Background: an optimization exercise with open tools, aiming at small area. Do not read the settings as production practice.
Function was checked by simulation only, so behaviour that the tests miss may differ from the original.
Power is estimated from default activity; no workload was simulated.

Setup of run 1:
==> flow/design.v <==
`timescale 1ns/1ps
package spram_pkg;
    localparam int data_width = 32;
    localparam int byte_width = 8;                          
    localparam int num_lanes  = data_width / byte_width;
    localparam int mem_depth  = 64;
    localparam int addr_width = $clog2(mem_depth);
    localparam int max_read_latency = 4;
    typedef logic [addr_width-1:0] addr_t;
    typedef logic [data_width-1:0] data_t;
    typedef logic [num_lanes-1:0]  lane_mask_t;
    localparam data_t read_reset_value = '0;
    typedef enum logic [1:0] {
        wm_read_first,                                      
        wm_write_first,                                     
        wm_no_change                                        
    } write_mode_e;
endpackage
`timescale 1ns/1ps
module spram_we_grp (
    input  logic ena,
    input  logic lane,
    input  logic hi,
    output logic grp_n
);
    assign grp_n = !(ena && lane && hi);
endmodule
module spram_we_gate (
    input  logic lo_n,
    input  logic grp_n,
    output logic we
);
    assign we = !(lo_n || grp_n);
endmodule
module spram_port_ctrl (
    input  logic                                                 ena,
    input  spram_pkg::lane_mask_t                                wb_lanes,
    input  logic [7:0]                                           wb_hi,
    input  logic [7:0]                                           wb_lo_n,
    output logic [spram_pkg::mem_depth*spram_pkg::num_lanes-1:0] lane_we    
);
    logic [8*spram_pkg::num_lanes-1:0] grp_n;
    for (genvar j = 0; j < 8; j++) begin : g_hi
        for (genvar l = 0; l < spram_pkg::num_lanes; l++) begin : g_lane
            spram_we_grp u_grp (
                .ena   (ena),
                .lane  (wb_lanes[l]),
                .hi    (wb_hi[j]),
                .grp_n (grp_n[j*spram_pkg::num_lanes+l])
            );
            for (genvar i = 0; i < 8; i++) begin : g_lo
                spram_we_gate u_gate (
                    .lo_n  (wb_lo_n[i]),
                    .grp_n (grp_n[j*spram_pkg::num_lanes+l]),
                    .we    (lane_we[(j*8+i)*spram_pkg::num_lanes+l])
                );
            end
        end
    end
endmodule
`timescale 1ns/1ps
module spram_rd_sel (
    input  logic hi,
    input  logic lo,
    output logic sel_n
);
    assign sel_n = !(hi && lo);
endmodule
module spram_rd_pair (
    input  logic q0,
    input  logic sel0_n,
    input  logic q1,
    input  logic sel1_n,
    output logic hit
);
    assign hit = !((q0 || sel0_n) && (q1 || sel1_n));
endmodule
module spram_rd_nor4 (
    input  logic [3:0] hit,
    output logic       miss
);
    assign miss = !(|hit);
endmodule
module spram_rd_nand4 (
    input  logic [3:0] miss,
    output logic       hit
);
    assign hit = !(&miss);
endmodule
module spram_array (
    input  logic [spram_pkg::mem_depth*spram_pkg::data_width-1:0] mem,    
    input  logic [7:0]                                            rd_hi,
    input  logic [7:0]                                            rd_lo,
    output logic [2*spram_pkg::data_width-1:0]                    rd_half   
);
    localparam int DW = spram_pkg::data_width;
    logic [spram_pkg::mem_depth-1:0] sel_n [0:1];
    for (genvar c = 0; c < 2; c++) begin : g_copy
        for (genvar w = 0; w < spram_pkg::mem_depth; w++) begin : g_sel
            spram_rd_sel u_sel (
                .hi    (rd_hi[w/8]),
                .lo    (rd_lo[w%8]),
                .sel_n (sel_n[c][w])
            );
        end
    end
    for (genvar b = 0; b < DW; b++) begin : g_bit
        logic [31:0] hit;
        logic [7:0]  miss;
        for (genvar k = 0; k < 32; k++) begin : g_pair
            spram_rd_pair u_pair (
                .q0     (mem[(2*k)*DW+b]),
                .sel0_n (sel_n[b/(DW/2)][2*k]),
                .q1     (mem[(2*k+1)*DW+b]),
                .sel1_n (sel_n[b/(DW/2)][2*k+1]),
                .hit    (hit[k])
            );
        end
        for (genvar g = 0; g < 8; g++) begin : g_nor
            spram_rd_nor4 u_nor (
                .hit  (hit[4*g +: 4]),
                .miss (miss[g])
            );
        end
        for (genvar h = 0; h < 2; h++) begin : g_nand
            spram_rd_nand4 u_nand (
                .miss (miss[4*h +: 4]),
                .hit  (rd_half[h*DW+b])
            );
        end
    end
endmodule
`timescale 1ns/1ps
module spram_out_pipe (
    input  logic hit0,
    input  logic hit1,
    input  logic load,
    input  logic hold,
    input  logic q,
    output logic d
);
    assign d = (load && !(hit0 || hit1)) || (hold && q);
endmodule
`timescale 1ns/1ps
module spram_top (
    input  logic                  clka,
    input  logic                  rsta,
    input  logic                  ena,
    input  spram_pkg::addr_t      addra,
    input  spram_pkg::data_t      dina,
    input  spram_pkg::lane_mask_t wea,
    input  logic                  regcea,
    output spram_pkg::data_t      douta
);
    localparam int DW = spram_pkg::data_width;
    localparam int BW = spram_pkg::byte_width;
    localparam int NL = spram_pkg::num_lanes;
    localparam int ND = spram_pkg::mem_depth;
    logic [DW-1:0] mem [0:ND-1];
    logic [7:0] req_lo;
    logic [7:0] req_hi;
    logic       rd_valid;      
    logic [DW-1:0]         wb_data;
    spram_pkg::lane_mask_t wb_lanes;
    logic [7:0] dec_lo;
    logic [7:0] dec_hi;
    always_comb begin
        for (int i = 0; i < 8; i++) begin
            dec_lo[i] = (addra[2:0] == 3'(i));
            dec_hi[i] = (addra[5:3] == 3'(i));
        end
    end
    always_ff @(posedge clka or posedge rsta) begin
        if (rsta) begin
            rd_valid <= 1'b0;
        end else if (ena) begin
            rd_valid <= 1'b1;
        end
    end
    always_ff @(posedge clka) begin
        if (ena) begin
            req_lo    <= dec_lo;
            req_hi    <= dec_hi;
            wb_data <= dina;
            wb_lanes  <= wea;
        end
    end
    logic [ND*NL-1:0] lane_we;
    spram_port_ctrl spram_port_ctrl_inst (
        .ena      (ena),
        .wb_lanes (wb_lanes),
        .wb_hi    (req_hi),
        .wb_lo_n  (~req_lo),
        .lane_we  (lane_we)
    );
    always_ff @(posedge clka) begin
        for (int w = 0; w < ND; w++) begin
            for (int i = 0; i < NL; i++) begin
                if (lane_we[w*NL+i]) begin
                    mem[w][i*BW +: BW] <= wb_data[i*BW +: BW];
                end
            end
        end
    end
    logic [ND*DW-1:0] mem_flat;
    logic [2*DW-1:0]  rd_half;
    always_comb begin
        for (int w = 0; w < ND; w++) begin
            mem_flat[w*DW +: DW] = mem[w];
        end
    end
    spram_array spram_array_inst (
        .mem     (mem_flat),
        .rd_hi   (req_hi),
        .rd_lo   (req_lo),
        .rd_half (rd_half)
    );
    logic [DW-1:0] dout_next;
    for (genvar b = 0; b < DW; b++) begin : g_out
        spram_out_pipe u_out (
            .hit0   (rd_half[b]),
            .hit1   (rd_half[DW+b]),
            .load   (regcea && rd_valid),
            .hold   (!regcea),
            .q      (douta[b]),
            .d      (dout_next[b])
        );
    end
    always_ff @(posedge clka or posedge rsta) begin
        if (rsta) begin
            douta <= spram_pkg::read_reset_value;
        end else begin
            douta <= dout_next;
        end
    end
endmodule
export LEC_CHECK = 0
export CAP_MARGIN = 20
export CORE_MARGIN = 2
export CORE_UTILIZATION = 60
export CTS_BUF_LIST = sky130_fd_sc_hd__clkbuf_8
export CTS_CLUSTER_DIAMETER = 60
export CTS_CLUSTER_SIZE = 18
export PLACE_DENSITY = 0.72
export SETUP_SLACK_MARGIN = 0.3
export SLEW_MARGIN = 20
export SYNTH_HIERARCHICAL = 1
create_clock -name core_clock -period 3.2 [get_ports {clka}]
standard.sh (not shown) runs the stock make flow with config.mk's settings and CLKGATE_MAP_FILE= SYNTH_SCRIPT=/design/flow/synth_recipe.tcl, a recipe that flattens the netlist after the stock synthesis.
==> flow/flow/run.sh <==
#!/bin/bash
# Own layout flow: the standard flow, with the combinational gates of
# the synthesis netlist sized by fanout before floorplan, the output ports
# buffered with the smallest buffer after global placement, and a clock
# tree without dummy loads.
set -euo pipefail
W=$(pwd)
CTS="-sink_clustering_enable -repair_clock_nets -sink_clustering_size 18"
CTS="$CTS -sink_clustering_max_diameter 60 -buf_list sky130_fd_sc_hd__clkbuf_8 -dont_use_dummy_load"
bash standard.sh synth > "$W/flow_synth.log" 2>&1
bash standard.sh finish PRE_FLOORPLAN_TCL="$W/flow/downsize.tcl" \
  POST_GLOBAL_PLACE_TCL="$W/flow/outbuf.tcl" CTS_ARGS="$CTS" > "$W/flow_finish.log" 2>&1
Other scripts of this flow, unchanged in this note and not shown: flow/flow/downsize.tcl, flow/flow/outbuf.tcl
[inputs] run 2 vs run 1
==> flow/design.v, changed modules only <==
module spram_rd_or4 (
    input  logic [3:0] hit,
    output logic       hit8
);
    assign hit8 = |hit;
endmodule
module spram_rd_nor4 (
    input  logic [3:0] hit8,
    output logic       miss
);
    assign miss = !(|hit8);
endmodule
module spram_array (
    input  logic [spram_pkg::mem_depth*spram_pkg::data_width-1:0] mem,    
    input  logic [7:0]                                            rd_hi,
    input  logic [7:0]                                            rd_lo,
    output logic [2*spram_pkg::data_width-1:0]                    rd_half   
);
    localparam int DW = spram_pkg::data_width;
    logic [spram_pkg::mem_depth-1:0] sel_n [0:1];
    for (genvar c = 0; c < 2; c++) begin : g_copy
        for (genvar w = 0; w < spram_pkg::mem_depth; w++) begin : g_sel
            spram_rd_sel u_sel (
                .hi    (rd_hi[w/8]),
                .lo    (rd_lo[w%8]),
                .sel_n (sel_n[c][w])
            );
        end
    end
    for (genvar b = 0; b < DW; b++) begin : g_bit
        logic [31:0] hit;
        logic [7:0]  hit8;
        for (genvar k = 0; k < 32; k++) begin : g_pair
            spram_rd_pair u_pair (
                .q0     (mem[(2*k)*DW+b]),
                .sel0_n (sel_n[b/(DW/2)][2*k]),
                .q1     (mem[(2*k+1)*DW+b]),
                .sel1_n (sel_n[b/(DW/2)][2*k+1]),
                .hit    (hit[k])
            );
        end
        for (genvar g = 0; g < 8; g++) begin : g_or
            spram_rd_or4 u_or (
                .hit  (hit[4*g +: 4]),
                .hit8 (hit8[g])
            );
        end
        for (genvar h = 0; h < 2; h++) begin : g_nor
            spram_rd_nor4 u_nor (
                .hit8 (hit8[4*h +: 4]),
                .miss (rd_half[h*DW+b])
            );
        end
    end
endmodule
module spram_out_pipe (
    input  logic miss0,
    input  logic miss1,
    input  logic load,
    input  logic hold,
    input  logic q,
    output logic d
);
    assign d = (load && miss0 && miss1) || (hold && q);
endmodule
module spram_top (
    input  logic                  clka,
    input  logic                  rsta,
    input  logic                  ena,
    input  spram_pkg::addr_t      addra,
    input  spram_pkg::data_t      dina,
    input  spram_pkg::lane_mask_t wea,
    input  logic                  regcea,
    output spram_pkg::data_t      douta
);
    localparam int DW = spram_pkg::data_width;
    localparam int BW = spram_pkg::byte_width;
    localparam int NL = spram_pkg::num_lanes;
    localparam int ND = spram_pkg::mem_depth;
    logic [DW-1:0] mem [0:ND-1];
    logic [7:0] req_lo;
    logic [7:0] req_hi;
    logic       rd_valid;      
    logic [DW-1:0]         wb_data;
    spram_pkg::lane_mask_t wb_lanes;
    logic [7:0] dec_lo;
    logic [7:0] dec_hi;
    always_comb begin
        for (int i = 0; i < 8; i++) begin
            dec_lo[i] = (addra[2:0] == 3'(i));
            dec_hi[i] = (addra[5:3] == 3'(i));
        end
    end
    always_ff @(posedge clka or posedge rsta) begin
        if (rsta) begin
            rd_valid <= 1'b0;
        end else if (ena) begin
            rd_valid <= 1'b1;
        end
    end
    always_ff @(posedge clka) begin
        if (ena) begin
            req_lo    <= dec_lo;
            req_hi    <= dec_hi;
            wb_data <= dina;
            wb_lanes  <= wea;
        end
    end
    logic [ND*NL-1:0] lane_we;
    spram_port_ctrl spram_port_ctrl_inst (
        .ena      (ena),
        .wb_lanes (wb_lanes),
        .wb_hi    (req_hi),
        .wb_lo_n  (~req_lo),
        .lane_we  (lane_we)
    );
    always_ff @(posedge clka) begin
        for (int w = 0; w < ND; w++) begin
            for (int i = 0; i < NL; i++) begin
                if (lane_we[w*NL+i]) begin
                    mem[w][i*BW +: BW] <= wb_data[i*BW +: BW];
                end
            end
        end
    end
    logic [ND*DW-1:0] mem_flat;
    logic [2*DW-1:0]  rd_half;
    always_comb begin
        for (int w = 0; w < ND; w++) begin
            mem_flat[w*DW +: DW] = mem[w];
        end
    end
    spram_array spram_array_inst (
        .mem     (mem_flat),
        .rd_hi   (req_hi),
        .rd_lo   (req_lo),
        .rd_half (rd_half)
    );
    logic [DW-1:0] dout_next;
    for (genvar b = 0; b < DW; b++) begin : g_out
        spram_out_pipe u_out (
            .miss0  (rd_half[b]),
            .miss1  (rd_half[DW+b]),
            .load   (regcea && rd_valid),
            .hold   (!regcea),
            .q      (douta[b]),
            .d      (dout_next[b])
        );
    end
    always_ff @(posedge clka or posedge rsta) begin
        if (rsta) begin
            douta <= spram_pkg::read_reset_value;
        end else begin
            douta <= dout_next;
        end
    end
endmodule
// module spram_rd_nand4 removed
Findings:
Looking at share of cells above drive strength 1 across run 2 and run 1, the one that comes out higher is run 1. Timing-limited maximum frequency (run 2 over run 1): decrease, 0.023 GHz. Compared with run 1, in run 2 count of mapped cells out of synthesis -0.80%; part of the total power dissipated in sequential elements ~0 delta; global-route usage +0.87 points; post-CTS setup-driven buffer insertion count -2. douta[8] as the destination of the critical timing path was reported by run 1, and douta[15] by run 2. As of run 2, final routed wirelength across all metal layers had risen by a few percent compared to run 1.

// spram_top: RTL as listed in full above, without the edits since
clock: 3.2 ns
lec_check: 0
cap_margin: 20
core_margin: 2
core_utilization: 60
cts_buf_list: sky130_fd_sc_hd__clkbuf_8
cts_cluster_diameter: 60
cts_cluster_size: 18
place_density: 0.72
setup_slack_margin: 0.3
slew_margin: 20
synth_hierarchical: 1
==> flow/flow/run.sh <==
#!/bin/bash
# Own layout flow: the standard flow, with the combinational gates of
# the synthesis netlist sized by fanout before floorplan and the output
# ports buffered with the smallest buffer after global placement.
set -euo pipefail
W=$(pwd)
bash standard.sh synth > "$W/flow_synth.log" 2>&1
bash standard.sh finish PRE_FLOORPLAN_TCL="$W/flow/downsize.tcl" \
  POST_GLOBAL_PLACE_TCL="$W/flow/outbuf.tcl" > "$W/flow_finish.log" 2>&1
==> flow/flow/downsize.tcl <==
# Sourced by ORFS at the start of floorplan (PRE_FLOORPLAN_TCL): size every
# combinational gate by the fanout of its output, smallest drive for a
# fanout up to 5, drive 2 up to 16, drive 4 above. The flow's own repair
# later sizes up what timing needs.
set db [ord::get_db]
set block [ord::get_db_block]
set n 0
foreach inst [$block getInsts] {
  set name [[$inst getMaster] getName]
  if {![regexp {^(sky130_fd_sc_hd__(nor|nand|and|or|o|a)[0-9a-z]*)_([0-9]+)$} $name -> base kind drive]} {
    continue
  }
  set fanout 0
  foreach it [$inst getITerms] {
    if {[$it isOutputSignal]} {
      set net [$it getNet]
      if {$net ne "NULL"} {
        set fanout [expr {[llength [$net getITerms]] - 1 + [llength [$net getBTerms]]}]
      }
    }
  }
  set want 1
  if {$fanout > 16} {
    set want 4
  } elseif {$fanout > 5} {
    set want 2
  }
  set m "NULL"
  for {set d $want} {$d >= 1 && $m eq "NULL"} {incr d -1} {
    set m [$db findMaster ${base}_$d]
  }
  if {$m ne "NULL" && [$m getName] ne $name} {
    $inst swapMaster $m
    incr n
  }
}
puts "downsize: $n gates resized by fanout"
==> flow/flow/outbuf.tcl <==
# Sourced by ORFS at the end of global placement (POST_GLOBAL_PLACE_TCL):
# the buffer that drives each output port becomes the smallest buffer.
# Input ports keep the delay buffer that the standard flow gives them.
set db [ord::get_db]
set block [ord::get_db_block]
set small [$db findMaster sky130_fd_sc_hd__buf_1]
set n 0
foreach bt [$block getBTerms] {
  if {[$bt getIoType] ne "OUTPUT"} { continue }
  set net [$bt getNet]
  if {$net eq "NULL"} { continue }
  foreach it [$net getITerms] {
    if {![$it isOutputSignal]} { continue }
    set inst [$it getInst]
    if {[[$inst getMaster] getName] eq "sky130_fd_sc_hd__clkdlybuf4s50_1"} {
      $inst swapMaster $small
      incr n
    }
  }
}
puts "outbuf: $n output port buffers set to buf_1"
The starting point passed the timing, DRC and antenna checks.
Next try:
--- a/flow/design.v
+++ b/flow/design.v
@@ -93,27 +93,25 @@
     input  logic [7:0]                                            rd_lo,
     output logic [2*spram_pkg::data_width-1:0]                    rd_half   
 );
     localparam int DW = spram_pkg::data_width;
-    logic [spram_pkg::mem_depth-1:0] sel_n [0:1];
-    for (genvar c = 0; c < 2; c++) begin : g_copy
-        for (genvar w = 0; w < spram_pkg::mem_depth; w++) begin : g_sel
-            spram_rd_sel u_sel (
-                .hi    (rd_hi[w/8]),
-                .lo    (rd_lo[w%8]),
-                .sel_n (sel_n[c][w])
-            );
-        end
+    logic [spram_pkg::mem_depth-1:0] sel_n;
+    for (genvar w = 0; w < spram_pkg::mem_depth; w++) begin : g_sel
+        spram_rd_sel u_sel (
+            .hi    (rd_hi[w/8]),
+            .lo    (rd_lo[w%8]),
+            .sel_n (sel_n[w])
+        );
     end
     for (genvar b = 0; b < DW; b++) begin : g_bit
         logic [31:0] hit;
         logic [7:0]  miss;
         for (genvar k = 0; k < 32; k++) begin : g_pair
             spram_rd_pair u_pair (
                 .q0     (mem[(2*k)*DW+b]),
-                .sel0_n (sel_n[b/(DW/2)][2*k]),
+                .sel0_n (sel_n[2*k]),
                 .q1     (mem[(2*k+1)*DW+b]),
-                .sel1_n (sel_n[b/(DW/2)][2*k+1]),
+                .sel1_n (sel_n[2*k+1]),
                 .hit    (hit[k])
             );
         end
         for (genvar g = 0; g < 8; g++) begin : g_nor
Sequential share of layout area decreases by 0.49 points.
Clock power hardly moves.
Cell area increases by 0.64%.
Setup slack degrades by 0.21 ns.
Utilization increases by 0.42 points.
Combinational power is about the same.
Hold slack degrades by 0.15 ns.
Clock-buffer cell count decreases by 10.
Via count increases by 0.50%.
Sequential power stays flat.
First-iteration DRC count increases by 1.1%.
Die area barely changes.
Maximum frequency decreases by 7.3%.
Final cell count is about the same.

-- re-timing with driven ports --
No port has a modelled driver above. Below, the same layouts with a new extraction and two added sets of constraints.
Step 1, drivers: a clkbuf_16 drives clka and a buf_2 each remaining input, both assumed.
Step 2 adds t to the input delays and takes it off the output delays; t is the mean of the earliest and latest rising clock arrival at the registers after step 1. Input paths then give back, and output paths get back, about the clock's delay inside the block.
Slacks: no drivers / after step 1 / after step 2; pairs: no drivers / after step 1.
run | shift t [ns] | slack for setup (ns) | worst setup path after step 2 | clock arrival spread, ns | worst data-port slew with drivers (ns)
run 1 | 0.949 | 0.472 / 0.472 / 0.472 | register to register | 0.106 / 0.106 | 0.07
run 2 | 0.944 | 0.288 / 0.288 / 0.288 | register to register | 0.082 / 0.081 | 0.05
the first run of note 2 | 0.968 | 0.485 / 0.485 / 0.485 | register to register | 0.053 / 0.053 | 0.07
the second run of note 2 | 0.956 | 0.272 / 0.272 / 0.272 | register to register | 0.043 / 0.043 | 0.19
After both steps setup and hold are still met in every run listed.
